This design comes from an exercise in tuning for small area, a short achievable clock period and few clock cycles on the open sky130 flow, not from production work.
Function was checked by simulation only, so behaviour that the tests miss may differ from the original.
Power and IR drop assume default switching activity.

==> run a <==
## rename_core_top
module rename_core_top (
    input  logic        clk,
    input  logic        rst,
    input  logic        flush,
    output logic        wb_cyc,
    output logic        wb_stb,
    output logic [31:0] wb_adr,
    input  logic [31:0] wb_dat_i,
    input  logic        wb_ack,
    output logic [31:0] retire_pc,
    output logic [31:0] retire_word,
    output logic [4:0]  retire_rd,
    output logic [31:0] retire_value,
    output logic        retire_valid,
    output logic        halted
);
==> module rename_core_top, before the edit <==
module rename_core_top (
    input  logic        clk,
    input  logic        rst,
    input  logic        flush,
    output logic        wb_cyc,
    output logic        wb_stb,
    output logic [31:0] wb_adr,
    input  logic [31:0] wb_dat_i,
    input  logic        wb_ack,
    output logic [31:0] retire_pc,
    output logic [31:0] retire_word,
    output logic [4:0]  retire_rd,
    output logic [31:0] retire_value,
    output logic        retire_valid,
    output logic        halted
);
    logic [29:0] fpc;         
    logic        cyc_q;
    logic        stopped;     
    logic        take;
    logic        in_halt;
    logic        ir_v;
    logic [31:0] ir;
    logic        rd_v;
    logic [31:0] rd_word;
    logic [31:0] rd_a;
    logic [31:0] rd_b;
    logic        rd_fa;
    logic        rd_fb;
    logic        ret_v;
    logic [29:0] ret_pc;      
    logic [31:0] ret_word;
    logic [31:0] ret_value;
    logic [31:0] regs [32];
    assign wb_cyc  = cyc_q;
    assign wb_stb  = cyc_q;
    assign wb_adr  = {fpc, 2'b00};
    assign in_halt = wb_dat_i[31:30] == 2'd2;
    assign take    = cyc_q && wb_ack && !flush;
    always_ff @(posedge clk) begin
        if (rst) begin
            cyc_q   <= 1'b1;
            stopped <= 1'b0;
            halted  <= 1'b0;
            fpc     <= '0;
        end else if (flush) begin
            cyc_q   <= 1'b0;
            stopped <= 1'b0;
            halted  <= 1'b0;
            fpc     <= ret_pc + 30'd1;
        end else begin
            if (take) begin
                fpc <= fpc + 30'd1;
                if (in_halt) begin
                    cyc_q   <= 1'b0;
                    stopped <= 1'b1;
                    halted  <= 1'b1;
                end
            end else if (!stopped) begin
                cyc_q <= 1'b1;
            end
        end
    end
    always_ff @(posedge clk) begin
        if (rst) begin
            ir_v <= 1'b0;
        end else begin
            ir_v <= take && !in_halt;
        end
        ir <= wb_dat_i;
    end
    logic [4:0]  ir_rs1;
    logic [4:0]  ir_rs2;
    logic        ir_addi;
    logic [4:0]  ex_rd;
    assign ir_rs1  = ir[24:20];
    assign ir_rs2  = ir[19:15];
    assign ir_addi = ir[31:30] == 2'd1;
    assign ex_rd   = rd_word[29:25];
    always_ff @(posedge clk) begin
        if (rst) begin
            rd_v <= 1'b0;
        end else begin
            rd_v <= ir_v && !flush;
        end
        rd_word <= ir;
        rd_a    <= regs[ir_rs1];
        rd_b    <= ir_addi ? {{16{ir[15]}}, ir[15:0]} : regs[ir_rs2];
        rd_fa   <= rd_v && ex_rd == ir_rs1 && ir_rs1 != 5'd0;
        rd_fb   <= rd_v && ex_rd == ir_rs2 && ir_rs2 != 5'd0 && !ir_addi;
    end
    logic [31:0] op_a;
    logic [31:0] op_b;
    logic [31:0] sum;
    logic        commit;
    logic [31:0] wdata;
    assign op_a   = rd_fa ? ret_value : rd_a;
    assign op_b   = rd_fb ? ret_value : rd_b;
    assign sum    = op_a + op_b;
    assign commit = rd_v && !flush;
    assign wdata  = rst ? 32'd0 : sum;
    always_ff @(posedge clk) begin
        if (rst) begin
            ret_v  <= 1'b0;
            ret_pc <= '1;
        end else begin
            ret_v <= commit;
            if (commit) begin
                ret_pc <= ret_pc + 30'd1;
            end
        end
        ret_word  <= rd_word;
        ret_value <= sum;
    end
    assign regs[0] = 32'd0;
    for (genvar i = 1; i < 32; i++) begin : g_reg
        logic [31:0] q;
        always_ff @(posedge clk) begin
            if (rst || (commit && ex_rd == 5'(i))) begin
                q <= wdata;
            end
        end
        assign regs[i] = q;
    end
    assign retire_valid = ret_v;
    assign retire_pc    = {ret_pc, 2'b00};
    assign retire_word  = ret_word;
    assign retire_rd    = ret_word[29:25];
    assign retire_value = ret_value;
endmodule
clock: 8.0 ns
lec_check: 0
cap_margin: 20
core_margin: 2
core_utilization: 40
place_density: 0.6
slew_margin: 20
run.sh (not shown) runs the stock make flow with config.mk's settings and CLKGATE_MAP_FILE= SYNTH_SCRIPT=/design/flow/synth_recipe.tcl, a recipe that flattens the netlist after the stock synthesis.
==> run b: changes against run a <==
--- a/flow/design.v
+++ b/flow/design.v
@@ -35,4 +35,2 @@
     logic [31:0] rd_b;
-    logic        rd_fa;
-    logic        rd_fb;
     logic        ret_v;
@@ -83,2 +81,29 @@
     logic [4:0]  ex_rd;
+    logic [31:0] sel_a;
+    logic [31:0] sel_b;
+    logic [31:0] src_a;
+    logic [31:0] src_b;
+    always_comb begin
+        src_a = '0;
+        src_b = '0;
+        for (int i = 1; i < 32; i++) begin
+            sel_a[i] = ir_rs1 == 5'(i);
+            sel_b[i] = ir_rs2 == 5'(i);
+            src_a    = src_a | (regs[i] & {32{sel_a[i]}});
+            src_b    = src_b | (regs[i] & {32{sel_b[i]}});
+        end
+        sel_a[0] = 1'b0;
+        sel_b[0] = 1'b0;
+    end
+    logic        fwd_ea;
+    logic        fwd_eb;
+    logic        fwd_wa;
+    logic        fwd_wb;
+    logic [4:0]  wb_rd;
+    logic [31:0] sum;
+    assign wb_rd   = ret_word[29:25];
+    assign fwd_ea  = rd_v && ex_rd == ir_rs1 && ir_rs1 != 5'd0;
+    assign fwd_eb  = rd_v && ex_rd == ir_rs2 && ir_rs2 != 5'd0;
+    assign fwd_wa  = ret_v && wb_rd == ir_rs1 && ir_rs1 != 5'd0;
+    assign fwd_wb  = ret_v && wb_rd == ir_rs2 && ir_rs2 != 5'd0;
     assign ir_rs1  = ir[24:20];
@@ -94,17 +119,9 @@
         rd_word <= ir;
-        rd_a    <= regs[ir_rs1];
-        rd_b    <= ir_addi ? {{16{ir[15]}}, ir[15:0]} : regs[ir_rs2];
-        rd_fa   <= rd_v && ex_rd == ir_rs1 && ir_rs1 != 5'd0;
-        rd_fb   <= rd_v && ex_rd == ir_rs2 && ir_rs2 != 5'd0 && !ir_addi;
+        rd_a    <= fwd_ea ? sum : fwd_wa ? ret_value : src_a;
+        rd_b    <= ir_addi ? {{16{ir[15]}}, ir[15:0]} :
+                   fwd_eb ? sum : fwd_wb ? ret_value : src_b;
     end
-    logic [31:0] op_a;
-    logic [31:0] op_b;
-    logic [31:0] sum;
     logic        commit;
-    logic [31:0] wdata;
-    assign op_a   = rd_fa ? ret_value : rd_a;
-    assign op_b   = rd_fb ? ret_value : rd_b;
-    assign sum    = op_a + op_b;
+    assign sum    = rd_a + rd_b;
     assign commit = rd_v && !flush;
-    assign wdata  = rst ? 32'd0 : sum;
     always_ff @(posedge clk) begin
@@ -122,2 +139,4 @@
     end
+    logic [31:0] wdata;
+    assign wdata   = rst ? 32'd0 : ret_value;
     assign regs[0] = 32'd0;
@@ -126,3 +145,3 @@
         always_ff @(posedge clk) begin
-            if (rst || (commit && ex_rd == 5'(i))) begin
+            if (rst || (ret_v && wb_rd == 5'(i))) begin
                 q <= wdata;
@@ -135,3 +154,3 @@
     assign retire_word  = ret_word;
-    assign retire_rd    = ret_word[29:25];
+    assign retire_rd    = wb_rd;
     assign retire_value = ret_value;
==> flow/flow/run.sh (new file) <==
#!/bin/bash
set -euo pipefail
cd "$(dirname "$0")/.."
cp config.mk config_own.mk
cat >> config_own.mk <<'MK'
export BUFFER_PORTS_ARGS = -buffer_cell sky130_fd_sc_hd__buf_1
MK
sed "s#DESIGN_CONFIG=[^ ]*#DESIGN_CONFIG=$PWD/config_own.mk#" standard.sh > standard_own.sh
grep -q "config_own.mk" standard_own.sh
bash standard_own.sh > standard_own.log 2>&1
==> flow/standard.sh (new file) <==
#!/bin/bash
# synth_recipe.tcl (not shown) runs the flow's synth.tcl, then flattens the netlist and writes it again
# the make line also repeats each setting of config.mk as NAME=value (left out here)
make -C /OpenROAD-flow-scripts/flow DESIGN_CONFIG=/design/flow/config.mk WORK_HOME=/design/flow/orfs CLKGATE_MAP_FILE= SYNTH_SCRIPT=/design/flow/synth_recipe.tcl "${@:-finish}"
- ABC_CLOCK_PERIOD_IN_PS: default -> 3000
- CTS_CLUSTER_DIAMETER: default -> 80
- CTS_CLUSTER_SIZE: default -> 24
- SETUP_SLACK_MARGIN: default -> 5
- TNS_END_PERCENT: default -> 100
removed: flow/run.sh
==> notes.md <==
Run b went through all stages and came out clean. Run a produced a clean layout.
Against run a, the area after synthesis of run b is lower by 1.1%.
In run a the clock power is larger than in run b, by about 60%.
In run a the sequential power is larger than in run b, by about 9%.
Between run a and run b, the lower routed wire length is in run b (gap 5.8%, measured against run b).
Between run a and run b, the lower fmax is in run a (gap about 36%, measured against run b).
Of run a and run b, run a has the higher via count (gap 3.4%, measured against run b).
Die area: run a is higher than run b (about 1%).
Between run b and run a, the lower utilization is in run b (gap 1.0 points).
Sequential cell count: run b is lower than run a (2).
In run a the power is higher than in run b, by about 23%.
==> figures <==
item	run a	run b
Run status	finished clean	finished clean
Multi-input gate count	2481	2459
Design internal power	13700 uW	11000 uW
Power drawn by the clock network	6100 uW	3880 uW
Sw power	6180 uW	5070 uW
Fraction of synthesized cell area taken by the top area cell type	56.4%	57.0%
Horizontal die dimension	367 um	365 um
Pin count of the biggest net entering global routing	51	68
Worst R2R End	g_reg[22].q[14]	rd_b[9]
Portion of the post-synthesis area used by sequential elements	66.3%	66.9%
Non-clk bufs	316	383
Register share of the cell area	56.8%	59.0%
Synth Area in XOR/XNOR	1.76%	1.91%
Mean area per synthesized cell	13.1 um^2	13.0 um^2
Hold endpoint	ret_word[7]	ret_word[24]
Site Rows	133	132
Core outline area	131000 um^2	129000 um^2
Number of well taps	1755	1742
Post-route total power	19900 uW	16100 uW
Combinational share of power	16.8%	16.4%
Die Y	367 um	365 um
Testbench counts of run a, summed over its fixed seeds: cycles 7,942.
Testbench counts of run b, summed over its fixed seeds: cycles 7,942.

-- afterwards: timing with drivers on the ports --
The results above use ideal ports. As a check the final layouts listed here were re-extracted and re-timed, cells and wires unchanged.
Step 1, drivers: a clkbuf_16 drives clk and a buf_2 each remaining input, both assumed.
Step 2 moves the port delays by t, midway between the first and last clock arrival at a register: inputs arrive t later, outputs are due t later. That takes back most of the time a late clock gives input paths.
a / b / c = no drivers / after step 1 / after step 2; a / b = the first two.
run	t (ns)	setup WS [ns]	worst register clock-pin slew, ns	worst slew at a driven data input, ns	cell pins on the clock port's net
run a	0.855	3.106 / 3.106 / 2.718	0.07 / 0.07	0.08	1
run b	0.770	4.886 / 4.886 / 4.274	0.10 / 0.10	0.06	1
After both steps setup and hold are still met in every run listed. The setup slack of run b, which loses most, moves by 0.000 ns with the drivers and by -0.612 ns with both steps.
